Source: an optimization exercise on an open RTL-to-GDS flow (aim: small area, a short achievable clock period and few clock cycles per item). Production flows keep margins and buffers that such runs may drop. In this exercise RTL edits were held to simulation tests only and were not proved equivalent to the original.

## md4_iter_core
module md4_iter_core (
   input  logic         clk,
   input  logic         rst,
   input  logic         start,
   input  logic         init_sel,
   input  logic [511:0] block_in,
   input  logic [127:0] chain_in,
   output logic         ready,
   output logic         busy,
   output logic         done,
   output logic [127:0] digest
);
Size in the first run: ~8000 cells after synthesis, about 1000 flip-flops, roughly 56000 sq um of cells after synthesis.
clock: 12.0 ns
lec_check: 0
abc_area: 1
cap_margin: 20
core_margin: 2
core_utilization: 40
cts_buf_list: sky130_fd_sc_hd__clkbuf_4 sky130_fd_sc_hd__clkbuf_8
slew_margin: 20
synth_hierarchical: 1
standard.sh (not shown) runs the stock make flow with config.mk's settings and CLKGATE_MAP_FILE= SYNTH_SCRIPT=/design/flow/synth_recipe.tcl, a recipe that flattens the netlist after the stock synthesis.
==> flow/flow/run.sh <==
#!/bin/bash
set -euo pipefail
bash standard.sh 'BUFFER_PORTS_ARGS=-buffer_cell sky130_fd_sc_hd__buf_1' SETUP_SLACK_MARGIN=7 finish > standard_flow.log 2>&1
Testbench counts at the start, summed over its fixed seeds: cycles 13,312, blocks 512.
==> next run, changes <==
--- a/flow/config.mk
+++ b/flow/config.mk
@@ -10,4 +10,6 @@
 export CORE_MARGIN = 2
-export CORE_UTILIZATION = 40
-export CTS_BUF_LIST = sky130_fd_sc_hd__clkbuf_4 sky130_fd_sc_hd__clkbuf_8
+export CORE_UTILIZATION = 55
+export CTS_BUF_LIST = sky130_fd_sc_hd__clkbuf_8
+export CTS_CLUSTER_DIAMETER = 100
+export CTS_CLUSTER_SIZE = 12
 export SLEW_MARGIN = 20
Non-clock buffer count fell by 11.
Flip-flop and latch count does not change.
Count of clock-buffer cells in the layout fell by 190.
Via count rose by 2.1%.
Final area fell by 5.1%.
Worst setup slack is worse by 0.26 ns.
First-iteration DRC count rose by 23%.
Hold slack is better by 0.025 ns.
Global-route usage rose by 9.5 points.
==> next run, changes <==
==> flow/flow/run.sh (replaced) <==
#!/bin/bash
set -euo pipefail
bash standard.sh 'BUFFER_PORTS_ARGS=-buffer_cell sky130_fd_sc_hd__buf_1' SETUP_SLACK_MARGIN=6.5 finish > standard_flow.log 2>&1
--- a/flow/config.mk
+++ b/flow/config.mk
@@ -10,3 +10,3 @@
 export CORE_MARGIN = 2
-export CORE_UTILIZATION = 55
+export CORE_UTILIZATION = 40
 export CTS_BUF_LIST = sky130_fd_sc_hd__clkbuf_8
Outcome: Die area rose by about 37%; register-to-register slack is worse by 0.28 ns; via count fell by 3.3%; design area rose by about 0.7%; hold slack stays flat; wire length rose by about 10%.


Another version of the RTL of md4_iter_core (not shown whole).
For scale: ~5000 cells after synthesis, ~1000 flip-flops, about 780 I/O pins, ~52000 µm² of cells after synthesis.
==> flow/config.mk <==
export PLATFORM = sky130hd
export DESIGN_NAME = md4_iter_core
export DESIGN_NICKNAME = md4_iter_core
export VERILOG_FILES = /design/flow/design.v
export SDC_FILE = /design/flow/constraint.sdc
export NUM_CORES = 4
export LEC_CHECK = 0
export CAP_MARGIN = 20
export CORE_MARGIN = 2
export CORE_UTILIZATION = 40
export SETUP_SLACK_MARGIN = 5
export SLEW_MARGIN = 20
==> flow/constraint.sdc <==
create_clock -name core_clock -period 12.0 [get_ports {clk}]
set_input_delay 2.4000 -clock core_clock [delete_from_list [all_inputs] [get_ports {clk}]]
set_output_delay 2.4000 -clock core_clock [all_outputs]
set_load 0.01 [all_outputs]
run.sh (not shown) runs the stock make flow with config.mk's settings and CLKGATE_MAP_FILE= SYNTH_SCRIPT=/design/flow/synth_recipe.tcl, a recipe that flattens the netlist after the stock synthesis.
Stock flow here: none of the scripts above is used.
Testbench counts at the start, summed over its fixed seeds: cycles 13,312, blocks 512.
==> next run, changes <==
==> flow/flow/run.sh (new file) <==
#!/bin/bash
set -euo pipefail
bash standard.sh 'BUFFER_PORTS_ARGS=-buffer_cell sky130_fd_sc_hd__buf_1' SETUP_SLACK_MARGIN=3 finish > standard_flow.log 2>&1
==> flow/standard.sh (new file) <==
#!/bin/bash
# synth_recipe.tcl (not shown) runs the flow's synth.tcl, then flattens the netlist and writes it again
# the make line also repeats each setting of config.mk as NAME=value (left out here)
make -C /OpenROAD-flow-scripts/flow DESIGN_CONFIG=/design/flow/config.mk WORK_HOME=/design/flow/orfs CLKGATE_MAP_FILE= SYNTH_SCRIPT=/design/flow/synth_recipe.tcl "${@:-finish}"
Settings changed: CTS_BUF_LIST set to sky130_fd_sc_hd__clkbuf_4 sky130_fd_sc_hd__clkbuf_8, SETUP_SLACK_MARGIN 5 to unset.
removed: flow/run.sh
What happened:
- setup slack degrades by 1.3 ns
- final area drops by 8.4%
- cell count grows by 0.67%
- via count drops by 1.9%
- global-route usage came out lower by 5.5 points
- first-iteration DRC count fell by 5.4%
- routed wire length is lower by 14%
- critical path depth rises by 6


The RTL this note starts from:
==> flow/design.v <==
module md4_iter_core (
   input  logic         clk,
   input  logic         rst,
   input  logic         start,
   input  logic         init_sel,
   input  logic [511:0] block_in,
   input  logic [127:0] chain_in,
   output logic         ready,
   output logic         busy,
   output logic         done,
   output logic [127:0] digest
);
   localparam logic [127:0] MD4_IV = 128'h10325476_98badcfe_efcdab89_67452301;
   localparam logic [31:0]  K2 = 32'h5a827999;
   localparam logic [31:0]  K3 = 32'h6ed9eba1;
   logic         busy_q, fin_q, done_q;
   logic [4:0]   cyc_q;
   logic [127:0] digest_q;
   logic [31:0]  b_q, c_q, g1_q, g0_q, p0_q, p1_q, oa_q, ob_q, oc_q, od_q;
   logic [15:0][31:0] x_q;
   logic [2:0]  rnd_q;
   logic [2:0]  rs0_q;    
   logic [5:0]  rs1_q;    
   logic [8:0]  xs0_q;    
   logic [7:0]  xs1_q;    
   logic [1:0]  ks_q;     
   logic [30:0] sel_d;
   function automatic logic [30:0] sel_tbl(input logic [4:0] c);
      case (c)
         5'd0: sel_tbl = 31'b00_01000000_001000000_000010_001_001;
         5'd1: sel_tbl = 31'b00_00000100_000100000_100000_100_001;
         5'd2: sel_tbl = 31'b00_00010000_000000100_000010_001_001;
         5'd3: sel_tbl = 31'b00_00000100_000010000_100000_100_001;
         5'd4: sel_tbl = 31'b00_00010000_010000000_000010_001_001;
         5'd5: sel_tbl = 31'b00_00010000_000001000_100000_100_001;
         5'd6: sel_tbl = 31'b00_01000000_000100000_000010_001_001;
         5'd7: sel_tbl = 31'b01_00100000_100000000_100000_100_001;
         5'd8: sel_tbl = 31'b01_10000000_000010000_000001_001_010;
         5'd9: sel_tbl = 31'b01_00000100_100000000_001000_010_010;
         5'd10: sel_tbl = 31'b01_00010000_010000000_000001_001_010;
         5'd11: sel_tbl = 31'b01_01000000_000100000_001000_010_010;
         5'd12: sel_tbl = 31'b01_00100000_010000000_000001_001_010;
         5'd13: sel_tbl = 31'b01_00001000_100000000_001000_010_010;
         5'd14: sel_tbl = 31'b01_01000000_000010000_000001_001_010;
         5'd15: sel_tbl = 31'b10_10000000_100000000_001000_010_010;
         5'd16: sel_tbl = 31'b10_00010000_000100000_000100_001_100;
         5'd17: sel_tbl = 31'b10_01000000_000100000_010000_100_100;
         5'd18: sel_tbl = 31'b10_00100000_000000100_000100_001_100;
         5'd19: sel_tbl = 31'b10_00000100_000000100_010000_100_100;
         5'd20: sel_tbl = 31'b10_00010000_000000100_000100_001_100;
         5'd21: sel_tbl = 31'b10_10000000_100000000_010000_100_100;
         5'd22: sel_tbl = 31'b10_01000000_000010000_000100_001_100;
         5'd23: sel_tbl = 31'b00_00000010_000000001_010000_100_100;
         5'd24: sel_tbl = 31'b00_00000001_000000010_000001_001_001;
         default: sel_tbl = 31'b00_01000000_001000000_000010_001_001;
      endcase
   endfunction
   logic go;
   assign go = busy_q ? ~fin_q : start;
   assign sel_d = go ? sel_tbl(busy_q ? cyc_q + 5'd1 : 5'd0) : '0;
   function automatic logic [31:0] fsel(input logic [2:0] r, input logic [31:0] b,
                                        input logic [31:0] c, input logic [31:0] d);
      fsel = ({32{r[0]}} & ((b & c) | (~b & d)))
           | ({32{r[1]}} & ((b & c) | (b & d) | (c & d)))
           | ({32{r[2]}} & (b ^ c ^ d));
   endfunction
   function automatic logic [31:0] rotl(input logic [31:0] v, input int s);
      rotl = (v << s) | (v >> (32 - s));
   endfunction
   logic [127:0] cv;
   assign cv = init_sel ? MD4_IV : chain_in;
   function automatic logic [63:0] fg(input logic [2:0] r, input logic [31:0] c,
                                      input logic [31:0] d);
      logic [31:0] g1, g0;
      g1 = ({32{r[0]}} & c) | ({32{r[1]}} & (c | d)) | ({32{r[2]}} & ~(c ^ d));
      g0 = ({32{r[0]}} & d) | ({32{r[1]}} & (c & d)) | ({32{r[2]}} & (c ^ d));
      fg = {g1, g0};
   endfunction
   function automatic logic [31:0] stepadd(input logic [31:0] b, input logic [63:0] g,
                                           input logic [31:0] p);
      logic [31:0] pp, gg, p0, gn, pn;
      pp = ({32{b}} & (g[63:32] ^ p)) | (~{32{b}} & (g[31:0] ^ p));
      gg = ({32{b}} & (g[63:32] & p)) | (~{32{b}} & (g[31:0] & p));
      p0 = pp;
      for (int l = 1; l < 32; l = l * 2) begin
         gn = gg;
         pn = pp;
         for (int i = l; i < 32; i++) begin
            gn[i] = gg[i] | (pp[i] & gg[i - l]);
            pn[i] = pp[i] & pp[i - l];
         end
         gg = gn;
         pp = pn;
      end
      stepadd = p0 ^ {gg[30:0], 1'b0};
   endfunction
   logic [31:0] s0, n0, s1, n1, b_d, c_d;
   logic ld_q;    
   assign s0 = stepadd(b_q, {g1_q, g0_q}, p0_q);
   assign n0 = ({32{rs0_q[0]}} & rotl(s0, 3))
             | ({32{rs0_q[1]}} & rotl(s0, 9))
             | ({32{rs0_q[2]}} & rotl(s0, 11));
   assign s1 = stepadd(n0, fg(rnd_q, b_q, c_q), p1_q);
   assign n1 = ({32{rs1_q[0]}} & rotl(s1, 5))
             | ({32{rs1_q[1]}} & rotl(s1, 7))
             | ({32{rs1_q[2]}} & rotl(s1, 9))
             | ({32{rs1_q[3]}} & rotl(s1, 13))
             | ({32{rs1_q[4]}} & rotl(s1, 15))
             | ({32{rs1_q[5]}} & rotl(s1, 19));
   logic [63:0] gnext;
   assign gnext = ld_q ? {cv[95:64], cv[127:96]} : fg(sel_d[2:0], n0, b_q);
   logic [31:0] xr0, xr1, ao0, ao1, xo0, xo1, ko, q0, q1;
   assign xr0 = ({32{xs0_q[0]}} & oa_q)
              | ({32{xs0_q[1]}} & oc_q)
              | ({32{xs0_q[2]}} & x_q[10])
              | ({32{xs0_q[3]}} & x_q[12])
              | ({32{xs0_q[4]}} & x_q[13])
              | ({32{xs0_q[5]}} & x_q[14])
              | ({32{xs0_q[6]}} & x_q[2])
              | ({32{xs0_q[7]}} & x_q[5])
              | ({32{xs0_q[8]}} & x_q[6]);
   assign xr1 = ({32{xs1_q[0]}} & ob_q)
              | ({32{xs1_q[1]}} & od_q)
              | ({32{xs1_q[2]}} & x_q[1])
              | ({32{xs1_q[3]}} & x_q[11])
              | ({32{xs1_q[4]}} & x_q[13])
              | ({32{xs1_q[5]}} & x_q[14])
              | ({32{xs1_q[6]}} & x_q[3])
              | ({32{xs1_q[7]}} & x_q[8]);
   assign ao0 = ld_q ? cv[31:0] : c_q;
   assign ao1 = ld_q ? cv[127:96] : b_q;
   assign xo0 = ld_q ? block_in[31:0] : xr0;
   assign xo1 = ld_q ? block_in[63:32] : xr1;
   assign ko  = ({32{ks_q[0]}} & K2) | ({32{ks_q[1]}} & K3);
   assign q0 = ao0 + xo0 + ko;
   assign q1 = ao1 + xo1 + ko;
   logic acc;
   assign acc = start & ~busy_q;
   always_ff @(posedge clk or posedge rst) begin
      if (rst) begin
         busy_q   <= 1'b0;
         fin_q    <= 1'b0;
         done_q   <= 1'b0;
         cyc_q    <= '0;
         digest_q <= '0;
         {ks_q, xs1_q, xs0_q, rs1_q, rs0_q, rnd_q} <= '0;
         ld_q     <= 1'b1;
      end else begin
         done_q <= 1'b0;
         {ks_q, xs1_q, xs0_q, rs1_q, rs0_q, rnd_q} <= sel_d;
         ld_q   <= ~go;
         if (acc) begin
            busy_q <= 1'b1;
            cyc_q  <= '0;
         end else if (busy_q) begin
            cyc_q <= cyc_q + 5'd1;
            if (cyc_q == 5'd23) fin_q <= 1'b1;
            if (fin_q) begin
               fin_q    <= 1'b0;
               busy_q   <= 1'b0;
               done_q   <= 1'b1;
               digest_q <= {p1_q, q0, q1, p0_q};
            end
         end
      end
   end
   always_ff @(posedge clk) begin
      p0_q <= q0;
      p1_q <= q1;
      b_q <= n1 | ({32{ld_q}} & cv[63:32]);
      c_q <= n0 | ({32{ld_q}} & cv[95:64]);
      {g1_q, g0_q} <= gnext;
      if (!busy_q) begin
         x_q <= block_in;
         oa_q <= cv[31:0];
         ob_q <= cv[63:32];
         oc_q <= cv[95:64];
         od_q <= cv[127:96];
      end else begin
         x_q[0] <= x_q[6];
         x_q[1] <= x_q[5];
         x_q[2] <= x_q[14];
         x_q[3] <= x_q[10];
         x_q[4] <= x_q[2];
         x_q[5] <= x_q[15];
         x_q[6] <= x_q[1];
         x_q[7] <= x_q[8];
         x_q[8] <= x_q[11];
         x_q[9] <= x_q[3];
         x_q[10] <= x_q[0];
         x_q[11] <= x_q[13];
         x_q[12] <= x_q[7];
         x_q[13] <= x_q[12];
         x_q[14] <= x_q[4];
         x_q[15] <= x_q[9];
      end
   end
   assign busy   = busy_q;
   assign ready  = ~busy_q;
   assign done   = done_q;
   assign digest = digest_q;
endmodule
==> flow/config.mk <==
export PLATFORM = sky130hd
export DESIGN_NAME = md4_iter_core
export DESIGN_NICKNAME = md4_iter_core
export VERILOG_FILES = /design/flow/design.v
export SDC_FILE = /design/flow/constraint.sdc
export NUM_CORES = 4
export LEC_CHECK = 0
export CAP_MARGIN = 20
export CORE_MARGIN = 2
export CORE_UTILIZATION = 55
export CTS_BUF_LIST = sky130_fd_sc_hd__clkbuf_4 sky130_fd_sc_hd__clkbuf_8
export SETUP_SLACK_MARGIN = 5
export SLEW_MARGIN = 20
==> flow/constraint.sdc <==
create_clock -name core_clock -period 12.0 [get_ports {clk}]
set_input_delay 2.4000 -clock core_clock [delete_from_list [all_inputs] [get_ports {clk}]]
set_output_delay 2.4000 -clock core_clock [all_outputs]
set_load 0.01 [all_outputs]
standard.sh (not shown) runs the stock make flow with config.mk's settings and CLKGATE_MAP_FILE= SYNTH_SCRIPT=/design/flow/synth_recipe.tcl, a recipe that flattens the netlist after the stock synthesis.
==> flow/flow/run.sh <==
#!/bin/bash
set -euo pipefail
bash standard.sh 'BUFFER_PORTS_ARGS=-buffer_cell sky130_fd_sc_hd__buf_1' finish > standard_flow.log 2>&1
Testbench counts at the start, summed over its fixed seeds: cycles 13,312, blocks 512.
Next try:
==> flow/flow/run.sh (replaced) <==
#!/bin/bash
set -euo pipefail
bash standard.sh 'BUFFER_PORTS_ARGS=-buffer_cell sky130_fd_sc_hd__buf_1' SETUP_SLACK_MARGIN=8 finish > standard_flow.log 2>&1
CORE_UTILIZATION = 40   (was 55)
SETUP_SLACK_MARGIN = default   (was 5)
Area after synthesis is unchanged.
Utilization shrinks by 11 points.
Non-clock buffer count went up by 287.
Wire length climbs by 12%.
Worst hold slack got worse by 9.2 ps.
Worst setup slack gets better by 710 ps.
Cell count is higher by 11%.


Setup of before:
// md4_iter_core: RTL as listed in full above, without the edits since
==> flow/config.mk <==
export PLATFORM = sky130hd
export DESIGN_NAME = md4_iter_core
export DESIGN_NICKNAME = md4_iter_core
export VERILOG_FILES = /design/flow/design.v
export SDC_FILE = /design/flow/constraint.sdc
export NUM_CORES = 4
export LEC_CHECK = 0
export CAP_MARGIN = 20
export CORE_MARGIN = 2
export CORE_UTILIZATION = 40
export SETUP_SLACK_MARGIN = 5
export SLEW_MARGIN = 20
==> flow/constraint.sdc <==
create_clock -name core_clock -period 12.0 [get_ports {clk}]
set_input_delay 2.4000 -clock core_clock [delete_from_list [all_inputs] [get_ports {clk}]]
set_output_delay 2.4000 -clock core_clock [all_outputs]
set_load 0.01 [all_outputs]
==> flow/flow/run.sh <==
#!/bin/bash
set -euo pipefail
bash standard.sh 'BUFFER_PORTS_ARGS=-buffer_cell sky130_fd_sc_hd__buf_1' finish > standard_flow.log 2>&1
Testbench counts of before, summed over its fixed seeds: cycles 13,312, blocks 512.
### before -> after
- SETUP_SLACK_MARGIN: 5 -> unset
- CTS_BUF_LIST: unset -> sky130_fd_sc_hd__clkbuf_4 sky130_fd_sc_hd__clkbuf_8
==> flow/flow/run.sh <==
#!/bin/bash
set -euo pipefail
bash standard.sh 'BUFFER_PORTS_ARGS=-buffer_cell sky130_fd_sc_hd__buf_1' SETUP_SLACK_MARGIN=7 finish > standard_flow.log 2>&1
--- outcome ---
after vs before: maximum frequency up in after
In the flow results for before and after, the number of optimization iterations in the first detailed-route pass is smaller on after.
Of after and before, it is after that has the lower shortest period the worst path allows.

[afterwards: timing with drivers on the ports]
The flow's constraints put no driver on any port. The routed layouts listed below were extracted and timed again, unchanged, in two steps. Step 1, drivers: a clkbuf_16 drives clk and a buf_2 each remaining input, both assumed. Step 2, shift: input delay + t, output delay - t, t = (earliest + latest rising clock arrival at the registers) / 2. This alone moves slack from input paths to output paths. Three values: no drivers, after step 1, after step 2; two values: the first two.
| run | t, ns | slack for setup (ns) | worst register clock-pin slew, ns | worst slew at a driven data input, ns | pins driven straight from the clock port |
|---|---|---|---|---|---|
| the first run of note 1 | 0.991 | 7.066 / 7.080 / 6.112 | 0.07 / 0.07 | 0.20 | 1 |
| the second run of note 1 | 0.888 | 6.804 / 6.804 / 6.146 | 0.12 / 0.12 | 0.25 | 1 |
| the third run of note 1 | 0.943 | 6.527 / 6.527 / 5.829 | 0.11 / 0.11 | 0.19 | 1 |
| the first run of note 2 | 0.824 | 5.030 / 5.030 / 4.224 | 0.07 / 0.07 | 0.24 | 1 |
| the second run of note 2 | 1.010 | 3.696 / 3.706 / 2.696 | 0.07 / 0.07 | 0.23 | 1 |
| the first run of note 3 | 0.960 | 4.952 / 4.952 / 4.285 | 0.07 / 0.07 | 0.20 | 1 |
| the second run of note 3 | 1.025 | 5.663 / 5.522 / 4.497 | 0.08 / 0.08 | 0.32 | 1 |
| before | 0.823 | 5.018 / 5.018 / 4.430 | 0.07 / 0.07 | 0.24 | 1 |
| after | 1.011 | 5.631 / 5.392 / 4.381 | 0.07 / 0.07 | 0.34 | 1 |
After both steps every run listed still meets setup and hold. The setup slack of after, which loses most, moves by -0.239 ns with the drivers and by -1.250 ns with both steps.
